What follows belongs to an exercise in optimizing a design on an open flow for small area, a short achievable clock period and few clock cycles per item; a production flow would make more cautious choices. The RTL was checked by simulation tests, not by an equivalence proof against the original design. No activity file was given, so power comes from the tool's default toggle rates.

==> flow/design.v (excerpt) <==
module psg_top
(
	input  logic                clk_i,
	input  logic                rst_i,
	input  logic                wr_i,
	input  logic [ADR_W-1:0]    adr_i,
	input  logic [DATA_W-1:0]   dat_i,
	input  logic                credit_i,
	output logic                sample_valid_o,
	output logic [SAMPLE_W-1:0] aud_o
);
For scale: about 58 I/O pins, ~44000 sq um of cells after synthesis.
Settings: LEC_CHECK=0, CAP_MARGIN=20, CORE_MARGIN=2, CORE_UTILIZATION=40, CTS_CLUSTER_DIAMETER=100, CTS_CLUSTER_SIZE=24, SLEW_MARGIN=20; clock period 11.0 ns.
standard.sh (not shown) runs the stock make flow with config.mk's settings and CLKGATE_MAP_FILE= SYNTH_SCRIPT=/design/flow/synth_recipe.tcl, a recipe that flattens the netlist after the stock synthesis.
==> flow/flow/run.sh <==
#!/bin/bash
set -euo pipefail
R="$PWD/orfs/results/sky130hd/psg_top/base"
bash standard.sh SETUP_SLACK_MARGIN=7.1 synth > make_synth.log 2>&1
cp "$R/1_2_yosys.v" "$R/1_2_yosys_std.v"
python3 flow/invopt.py "$R/1_2_yosys_std.v" "$R/1_2_yosys.v" > invopt.log 2>&1
rm -f "$R/1_synth.odb" "$R/1_synth.sdc"
bash standard.sh SETUP_SLACK_MARGIN=7.1 finish > make_finish.log 2>&1
Other scripts of this flow, unchanged in this note and not shown: flow/flow/invopt.py
Testbench counts at the start, summed over its fixed seeds: cycles 4,970, items 4,079.
Change:
==> flow/flow/run.sh (replaced) <==
#!/bin/bash
set -euo pipefail
R="$PWD/orfs/results/sky130hd/psg_top/base"
bash standard.sh SETUP_SLACK_MARGIN=7.25 synth > make_synth.log 2>&1
cp "$R/1_2_yosys.v" "$R/1_2_yosys_std.v"
python3 flow/invopt.py "$R/1_2_yosys_std.v" "$R/1_2_yosys.v" > invopt.log 2>&1
rm -f "$R/1_synth.odb" "$R/1_synth.sdc"
bash standard.sh SETUP_SLACK_MARGIN=7.25 finish > make_finish.log 2>&1
The new run passed the timing, DRC and antenna checks.
Worst setup slack degrades by 0.031 ns.
Power decreases by 1.2%.
Clock skew decreases by 0.020 ns.
Worst hold slack improves by 0.0039 ns.
Via count increases by 1.3%.
Non-clock buffer count increases by 48.
Area after synthesis does not change.
Design area increases by 1.7%.
Maximum frequency decreases by 0.80%.
Core utilization increases by 0.75 points.
Routed wire length increases by 2.3%.
Change:
==> flow/flow/run.sh (replaced) <==
#!/bin/bash
set -euo pipefail
R="$PWD/orfs/results/sky130hd/psg_top/base"
bash standard.sh SETUP_SLACK_MARGIN=7 synth > make_synth.log 2>&1
cp "$R/1_2_yosys.v" "$R/1_2_yosys_std.v"
python3 flow/invopt.py "$R/1_2_yosys_std.v" "$R/1_2_yosys.v" > invopt.log 2>&1
rm -f "$R/1_synth.odb" "$R/1_synth.sdc"
bash standard.sh SETUP_SLACK_MARGIN=7 finish > make_finish.log 2>&1
--- a/flow/config.mk
+++ b/flow/config.mk
@@ -9,3 +9,3 @@
 export CORE_MARGIN = 2
-export CORE_UTILIZATION = 40
+export CORE_UTILIZATION = 50
 export CTS_CLUSTER_DIAMETER = 100
Outcome:
- The new run ran to the end with no violations
- worst setup slack degrades by 0.017 ns
- first-iteration DRC count falls by 6.8%
- utilization went up by 9.6 points
- design area decreases by 3.2%
- global-route usage goes up by 4.7 points
- clock power grows by about 5%
- via count goes down by 1.7%
- final cell count goes down by 5.7%
Change:
--- a/flow/config.mk
+++ b/flow/config.mk
@@ -9,3 +9,3 @@
 export CORE_MARGIN = 2
-export CORE_UTILIZATION = 50
+export CORE_UTILIZATION = 40
 export CTS_CLUSTER_DIAMETER = 100
@@ -13 +13,2 @@
 export SLEW_MARGIN = 20
+export TNS_END_PERCENT = 10
The new run passed the timing, DRC and antenna checks.
Sequential cell count is unchanged.
Setup slack got worse by 0.14 ns.
Via count climbs by 0.38%.
Power climbs by 1.7%.
First-iteration DRC count climbs by 1.4%.
Cell area climbs by 0.41%.
Change:
--- a/flow/config.mk
+++ b/flow/config.mk
@@ -13,2 +13 @@
 export SLEW_MARGIN = 20
-export TNS_END_PERCENT = 10
Via count goes down slightly.
Setup slack is better by 0.15 ns.
Count of clock-buffer cells in the layout shrinks by 1.
Change:
--- a/flow/config.mk
+++ b/flow/config.mk
@@ -10,4 +10,4 @@
 export CORE_UTILIZATION = 40
-export CTS_CLUSTER_DIAMETER = 100
-export CTS_CLUSTER_SIZE = 24
+export CTS_CLUSTER_DIAMETER = 110
+export CTS_CLUSTER_SIZE = 27
 export SLEW_MARGIN = 20
The new run passed the timing, DRC and antenna checks.
Setup slack degrades by 0.040 ns.
Routed wire length went down by 0.40%.
Global-route usage hardly moves.
Clock-buffer cell count went down by 7.
Worst hold slack stays flat.
Sequential power is about the same.
Fmax went down by 0.99%.
Cell count stays flat.
Die area stays the same.
Area after synthesis stays the same.

========
== lane 1 ==
psg_top again, from the RTL that the note above started with.
==> flow/design.v (excerpt) <==
module psg_top
(
	input  logic                clk_i,
	input  logic                rst_i,
	input  logic                wr_i,
	input  logic [ADR_W-1:0]    adr_i,
	input  logic [DATA_W-1:0]   dat_i,
	input  logic                credit_i,
	output logic                sample_valid_o,
	output logic [SAMPLE_W-1:0] aud_o
);
	logic [NVOICE*CFG_W-1:0] cfg;
	logic [VOL_W-1:0] volume;
	logic [NVOICE-1:0] copy;
	logic [NVOICE-1:0] renew;
	logic issue;
	logic [NVOICE*WAVE_W-1:0] wave;
	logic [NVOICE*ENV_W-1:0]  level;
	voice_regs u_regs (
		.clk_i    (clk_i),
		.rst_i    (rst_i),
		.wr_i     (wr_i),
		.adr_i    (adr_i),
		.dat_i    (dat_i),
		.cfg_o    (cfg),
		.volume_o (volume)
	);
	frame_sequencer u_seq (
		.clk_i       (clk_i),
		.rst_i       (rst_i),
		.wr_i        (wr_i),
		.adr_i       (adr_i),
		.credit_i    (credit_i),
		.copy_o      (copy),
		.renew_o     (renew),
		.issue_o     (issue),
		.out_valid_o (sample_valid_o)
	);
	envelope_stage u_env (
		.clk_i   (clk_i),
		.rst_i   (rst_i),
		.cfg_i   (cfg),
		.copy_i  (copy),
		.renew_i (renew),
		.issue_i (issue),
		.level_o (level)
	);
	phase_stage u_phase (
		.clk_i   (clk_i),
		.rst_i   (rst_i),
		.cfg_i   (cfg),
		.issue_i (issue),
		.wave_o  (wave)
	);
	mix_stage u_mix (
		.clk_i    (clk_i),
		.wave_i   (wave),
		.level_i  (level),
		.volume_i (volume),
		.aud_o    (aud_o)
	);
endmodule
Settings: LEC_CHECK=0, CAP_MARGIN=20, CORE_MARGIN=2, CORE_UTILIZATION=40, CTS_CLUSTER_DIAMETER=100, CTS_CLUSTER_SIZE=24, SLEW_MARGIN=20; clock period 11.0 ns.
==> flow/flow/run.sh <==
#!/bin/bash
set -euo pipefail
bash standard.sh SETUP_SLACK_MARGIN=7 finish > make_finish.log 2>&1
Testbench counts of lane 1, summed over its fixed seeds: cycles 4,970, items 4,079.
> inputs changed (lane 1 -> lane 2)
Settings: clearing CTS_CLUSTER_DIAMETER, which used to be 100; clearing CTS_CLUSTER_SIZE, which used to be 24.
==> flow/flow/run.sh <==
#!/bin/bash
set -euo pipefail
bash standard.sh SETUP_SLACK_MARGIN=7.5 finish > make_finish.log 2>&1
--- outcome ---
Lane 2 vs lane 1, class of the most critical setup path: register to register vs input port to register
Diff lane 1 -> lane 2: power shows an increase of about 24%; global routing usage summed across all routing layers now larger; count of TritonRoute iterations in the first routing pass now sits higher.
Input changes introduced in lane 3 (baseline for comparison: lane 2):
Settings: CTS_CLUSTER_SIZE now 30, previously not set; CTS_CLUSTER_DIAMETER now 120, previously not set.
==> flow/flow/run.sh <==
#!/bin/bash
set -euo pipefail
bash standard.sh SETUP_SLACK_MARGIN=7 finish > make_finish.log 2>&1
Results
- fa_1 as the critical-path cell with the highest stage delay was reported by lane 2, and dfxtp_1 by lane 3.
- Number of non-filler instances in the completed layout: lane 3 vs lane 2 down 4.4%
- Worst slack after detailed placement was higher in the run labelled lane 2.
- Lane 3 — clock skew after layout 0.021 ns higher, lane 2 as reference
- Reported for lane 3 and lane 2, flip-flop and latch count after synthesis turned out identical to the last digit.
- Switching share of power: lane 3 > lane 2
- In the tables for lane 3 and lane 2, count of cell instances traversed by the critical path reads higher with lane 2.
## Diff of input files: lane 4 against lane 3
Settings: clearing CTS_CLUSTER_SIZE, which used to be 30; clearing CTS_CLUSTER_DIAMETER, which used to be 120.
==> run summary <==
Lane 3 → lane 4: headroom to the max-slew limit held steady, arrival time at the worst endpoint down 0.02 ns, period utilization comparable.
Lane 4 has completed all stages; timing, DRC and antenna checks passed.
Lane 3 reached the final stage; the timing, DRC and antenna checks on its layout passed.

## re-timing with driven ports
Ports are ideal in the flow. The routed layouts listed here were re-timed in OpenROAD. Step 1 assumes that a clkbuf_16 drives the clock port and a buf_2 every other input. Step 2, shift: input delay + t, output delay - t, t = (earliest + latest rising clock arrival at the registers) / 2. This alone moves slack from input paths to output paths. Three values: ideal ports, drivers, drivers and shift; two values: the first two.
| run | t, ns | setup slack, ns | clock arrival spread, ns |
|---|---|---|---|
| the first run of note 1 | 0.681 | 7.093 / 7.093 / 6.547 | 0.049 / 0.048 |
| the second run of note 1 | 0.749 | 7.061 / 7.061 / 6.562 | 0.032 / 0.032 |
| the third run of note 1 | 0.671 | 7.044 / 7.044 / 6.426 | 0.063 / 0.063 |
| the fourth run of note 1 | 0.702 | 6.908 / 6.908 / 6.253 | 0.067 / 0.067 |
| the fifth run of note 1 | 0.750 | 7.054 / 7.068 / 6.341 | 0.094 / 0.093 |
| the sixth run of note 1 | 0.734 | 7.014 / 7.014 / 6.374 | 0.052 / 0.052 |
| lane 1 | 0.743 | 6.990 / 7.031 / 6.288 | 0.041 / 0.042 |
| lane 2 | 0.708 | 7.093 / 7.093 / 6.733 | 0.039 / 0.039 |
| lane 3 | 0.711 | 7.060 / 7.060 / 6.412 | 0.060 / 0.060 |
| lane 4 | 0.703 | 7.049 / 7.049 / 6.392 | 0.029 / 0.030 |
After both steps setup and hold are still met in every run listed. For the fifth run of note 1, which loses most, drivers alone change the setup slack by +0.014 ns; drivers and shift together by -0.713 ns.
